Source: an optimization exercise on an open RTL-to-GDS flow (aim: small area, a short achievable clock period and few clock cycles). Production flows keep margins and buffers that such runs may drop. At most, simulation tests tie the RTL to the original design; equivalence was not proved. Power figures rest on the tool's default switching activity, not on a simulated workload.

## before
## sparse_mul_top
module sparse_mul_top
(
  input  logic                                    clk,
  input  logic                                    rst_n,
  input  logic                                    start,
  output logic                                    busy,
  output logic                                    done,
  input  logic                                    poly_wr_en,
  input  logic [$clog2(64)-1:0]                   poly_wr_addr,
  input  logic [8-1:0]                 poly_wr_data,
  input  logic                                    pos_wr_en,
  input  logic [$clog2(16 / 4)-1:0]                  pos_wr_addr,
  input  logic [4*$clog2(64)-1:0]        pos_wr_data,
  input  logic                                    res_rd_en,
  input  logic [$clog2(64)-1:0]                   res_rd_addr,
  output logic [8-1:0]                 res_rd_data,
  output logic                                    res_rd_valid
);
For scale: about 1400 flip-flops, roughly 63 I/O pins, ~83000 um^2 of cells after synthesis.
Settings: LEC_CHECK=0, CAP_MARGIN=20, CORE_MARGIN=2, CORE_UTILIZATION=55, SETUP_SLACK_MARGIN=2.1, SLEW_MARGIN=20; clock period 5.0 ns.
run.sh (not shown) runs the stock make flow with config.mk's settings and CLKGATE_MAP_FILE= SYNTH_SCRIPT=/design/flow/synth_recipe.tcl, a recipe that flattens the netlist after the stock synthesis.
before went all the way through the flow, and no timing, DRC or antenna check failed.
Testbench counts of before, summed over its fixed seeds: cycles 6,752.
--- input diff before..after ---
diff --git a/flow/config.mk b/flow/config.mk
--- a/flow/config.mk
+++ b/flow/config.mk
@@ -10,3 +10,3 @@
 export CORE_UTILIZATION = 55
-export SETUP_SLACK_MARGIN = 2.1
+export SETUP_SLACK_MARGIN = 2.2
 export SLEW_MARGIN = 20
### Flow results
- Across both runs, share of total power in the clock network was lower for after than for before.
- Re hold-fix buffer count after cts: no difference whatsoever between after and before.
- Side by side, worst-case setup margin in the final layout turned out higher in after than in before.
- Compared with before, after shows number of resized instances in the post-cts repair step that has gone up by more than half.
- after against before: multi-input combinational gate total comparable; total power now larger.
- after vs before: maximum clock frequency up

---

Setup of wip/violet:
sparse_mul_top, a different RTL version from the one above (not shown whole).
Size: ~7100 cells after synthesis, about 1400 flip-flops, about 63 I/O pins, ~0.083 sq mm of cells after synthesis.
Settings: LEC_CHECK=0, CAP_MARGIN=20, CORE_MARGIN=2, CORE_UTILIZATION=55, SETUP_SLACK_MARGIN=2.3, SLEW_MARGIN=20; clock period 5.0 ns.
Testbench counts of wip/violet, summed over its fixed seeds: cycles 6,752.
Relative to wip/violet, the following input files were edited for wip/ember:
-- flow/config.mk --
<<< wip/violet, line 10
export CORE_UTILIZATION = 55
export SETUP_SLACK_MARGIN = 2.3
>>> wip/ember, line 10
export CORE_UTILIZATION = 60
export SETUP_SLACK_MARGIN = 2.2
- Diff wip/violet -> wip/ember | number of nets at the end of the flow | down by a few percent
- Re quantity of hold-fixing buffers added after cts: no difference whatsoever between wip/ember and wip/violet.
- On horizontal die dimension: between wip/ember and wip/violet, it ends up higher for wip/violet.
- Summary — setup slack, wip/ember relative to wip/violet: lower, by 0.042 ns.
- Worst hold slack: wip/violet vs wip/ember — no meaningful difference
- Relative to wip/violet, number of buffer and inverter stages on the critical path increased by 1 in wip/ember.
#### Input delta (wip/nickel over wip/ember)
-- flow/config.mk --
<<< wip/ember, line 10
export CORE_UTILIZATION = 60
>>> wip/nickel, line 10
export CORE_UTILIZATION = 65
export PLACE_DENSITY = 0.7
==> run summary <==
- Compare wip/nickel and wip/ember | share of cell area taken by flip-flops and latches higher: wip/nickel
- The run showing the greater post-placement setup slack is wip/ember.
- Taking wip/ember as the reference, in wip/nickel sequential cell count was more or less identical, clock insertion delay at the later pin of the skew report was more or less identical.
[inputs] wip/onyx vs wip/nickel
-- flow/config.mk --
<<< wip/nickel, line 10
export CORE_UTILIZATION = 65
export PLACE_DENSITY = 0.7
>>> wip/onyx, line 10
export CORE_UTILIZATION = 55
==> comparison <==
- For number of diodes added for antenna fixing, dividing the value from wip/onyx by the value from wip/nickel gives 1.7.
- Slew of the pin with the lowest slew margin ends up lower on wip/nickel.
- Changes observed in wip/onyx relative to wip/nickel: routed wire length +3.5%; global-route wire length before repair went up 3.6%; power per cell area did not really move; clock network area share +0.17 points.
- wip/nickel ended up with rd_q[5] as its critical path launch point; wip/onyx ended up with rd_q[2].
- Relative to wip/nickel, the met2 capacity usage during global routing of wip/onyx is lower by 7.5 points.
- Delta (wip/onyx minus wip/nickel): count of clock-net buffers in the final layout increased by about 7% relative to the old numbers, sequential standard cell area closely matched the old numbers, routed length on met3 decreased by 4.4% relative to the old numbers.
Inputs modified between wip/onyx and wip/garnet:
-- flow/config.mk --
<<< wip/onyx, line 11
export SETUP_SLACK_MARGIN = 2.2
>>> wip/garnet, line 11
export SETUP_SLACK_MARGIN = 2.0
Results
wip/garnet: no failed stages, no open violations at the end. Both conditions hold for wip/onyx: the flow ran to the end and the final layout passed the timing, design-rule and antenna checks. Looking at number of gates on the worst path with buffers counted, wip/garnet sits 5 above wip/onyx. Summary — period utilization, wip/garnet relative to wip/onyx: higher, by 5.5 points. On setup slack of the critical path after layout, wip/garnet does worse than wip/onyx. Area of combinational cells with multiple inputs in wip/garnet is about 2.4% below wip/onyx. Vias: wip/garnet fewer than wip/onyx. Compared with wip/onyx, wip/garnet shows a worst hold slack that is 0.017 ns higher. On share of layout cells above drive strength 1, the higher figure sits with wip/onyx, not wip/garnet. Compared with wip/onyx, wip/garnet shows routed wire length that has gone down by a few percent. Summary — fraction of met2 tracks used by global routing, wip/garnet relative to wip/onyx: lower, by 0.63 points. On combinational cell fraction of total power: between wip/onyx and wip/garnet, it ends up lower for wip/garnet.

---

sparse_mul_top, a different RTL version from the one above (not shown whole).
Size in the first run: about 1300 flip-flops, ~63 I/O pins, ~0.082 sq mm of cells after synthesis.
clock: 5.0 ns
lec_check: 0
cap_margin: 20
core_margin: 2
core_utilization: 55
cts_buf_list: sky130_fd_sc_hd__clkbuf_8
cts_cluster_size: 20
setup_slack_margin: 2.5
slew_margin: 20
Testbench counts at the start, summed over its fixed seeds: cycles 6,752.
Next try:
--- a/flow/config.mk
+++ b/flow/config.mk
@@ -10,4 +10,2 @@
 export CORE_UTILIZATION = 55
-export CTS_BUF_LIST = sky130_fd_sc_hd__clkbuf_8
-export CTS_CLUSTER_SIZE = 20
 export SETUP_SLACK_MARGIN = 2.5
What happened:
- critical path depth does not change
- sequential share of layout area shrinks by 0.28 points
- hold slack gets better by 0.19 ns
- design area increases by about 0.7%
- die area is unchanged
- clock power is higher by about 10%

---

## lane 1
sparse_mul_top, a different RTL version from the one above (not shown whole).
Size: ~63 I/O pins.
Settings: LEC_CHECK=0, CAP_MARGIN=20, CORE_MARGIN=2, CORE_UTILIZATION=55, CTS_BUF_LIST=sky130_fd_sc_hd__clkbuf_8, CTS_CLUSTER_SIZE=20, SETUP_SLACK_MARGIN=2.5, SLEW_MARGIN=20; clock period 5.0 ns.
Lane 1 completed; timing, DRC and antenna clean
Inputs modified between lane 1 and lane 2:
- a change of CORE_UTILIZATION from 55 to 40
- a deleted CTS_CLUSTER_SIZE that had been 20
- a deleted CTS_BUF_LIST that had been sky130_fd_sc_hd__clkbuf_8
### Flow results
- Clock slew seen by the registers of the worst setup and hold paths essentially unchanged between lane 2 and lane 1.
- As of lane 2, via count of the first global-routing pass had risen slightly compared to lane 1.
- The higher critical-path maximum fanout came out of lane 2.
- Lane 2 packs its core looser than lane 1.
- Taking lane 1 as the reference, in lane 2 routed length on met3 decreased about 13%; final non-filler cell total moved up; relative contribution of the clock network to total power moved up; area growth from synthesis to layout has increased.
- The pin count of the biggest net entering global routing in lane 2 sits 27% above the value recorded for lane 1.
- The estimated power of lane 2 ends up higher than the estimate for lane 1.
- Relative to lane 1, final area has gone up in lane 2.
Function was not checked in any run of this note: the RTL went through the layout flow alone.

---

sparse_mul_top, a different RTL version from the one above (not shown whole).
For scale: about 7,100 cells after synthesis, about 1,400 flip-flops.
make LEC_CHECK=0 CAP_MARGIN=20 CORE_MARGIN=2 CORE_UTILIZATION=55 SETUP_SLACK_MARGIN=2.5 SLEW_MARGIN=20 finish   # period 5.0 ns
Then changed:
SETUP_SLACK_MARGIN = 2.2   (was 2.5)
Worst setup slack gains 0.038 ns.
Final area went down by 8.8%.
Cell count went down by 6.4%.
Non-clock buffer count went down by 652.
Clock-buffer cell count went down by 7.
Maximum frequency went up by 1.3%.
Power went down by 11%.
Register-to-register slack gains 0.04 ns.
No run of this note included a check of the RTL's function; only the layout flow was run.

-- separate check: timing with driven ports --
No port has a modelled driver above. Below, the same layouts with a new extraction and two added sets of constraints.
Step 1, drivers: a clkbuf_16 drives clk and a buf_2 each remaining input, both assumed.
Step 2, shift: input delay + t, output delay - t, t = (earliest + latest rising clock arrival at the registers) / 2. This alone moves slack from input paths to output paths.
Three values: no drivers, after step 1, after step 2; two values: the first two.
| run | t, ns | setup WS [ns] | worst setup path after step 2 | slew at the worst register clock pin (ns) | pins driven straight from the clock port |
|---|---|---|---|---|---|
| before | 0.879 | 2.133 / 2.077 / 1.232 | input to register | 0.07 / 0.07 | 1 |
| after | 0.861 | 2.220 / 2.109 / 1.248 | input to register | 0.07 / 0.07 | 1 |
| wip/violet | 0.883 | 2.263 / 2.146 / 1.263 | input to register | 0.07 / 0.07 | 1 |
| wip/ember | 0.875 | 2.221 / 2.022 / 1.148 | input to register | 0.07 / 0.07 | 1 |
| wip/nickel | 0.877 | 2.217 / 2.137 / 1.270 | input to register | 0.07 / 0.07 | 1 |
| wip/onyx | 0.899 | 2.248 / 2.119 / 1.220 | input to register | 0.07 / 0.07 | 1 |
| wip/garnet | 0.885 | 1.973 / 1.950 / 1.065 | input to register | 0.07 / 0.07 | 1 |
| the first run of note 3 | 1.054 | 2.009 / 1.926 / 1.294 | input to register | 0.08 / 0.08 | 1 |
| the second run of note 3 | 0.892 | 2.151 / 2.058 / 1.447 | input to register | 0.07 / 0.07 | 1 |
| lane 1 | 1.089 | 2.072 / 2.072 / 0.986 | input to register | 0.07 / 0.07 | 1 |
| lane 2 | 0.909 | 2.069 / 1.902 / 0.993 | input to register | 0.07 / 0.07 | 1 |
| the first run of note 5 | 0.883 | 2.088 / 2.088 / 1.292 | input to register | 0.07 / 0.07 | 1 |
| the second run of note 5 | 0.891 | 2.126 / 2.126 / 1.251 | input to register | 0.07 / 0.07 | 1 |
After both steps every run listed still meets setup and hold. The setup slack of lane 1, which loses most, moves by 0.000 ns with the drivers and by -1.086 ns with both steps.
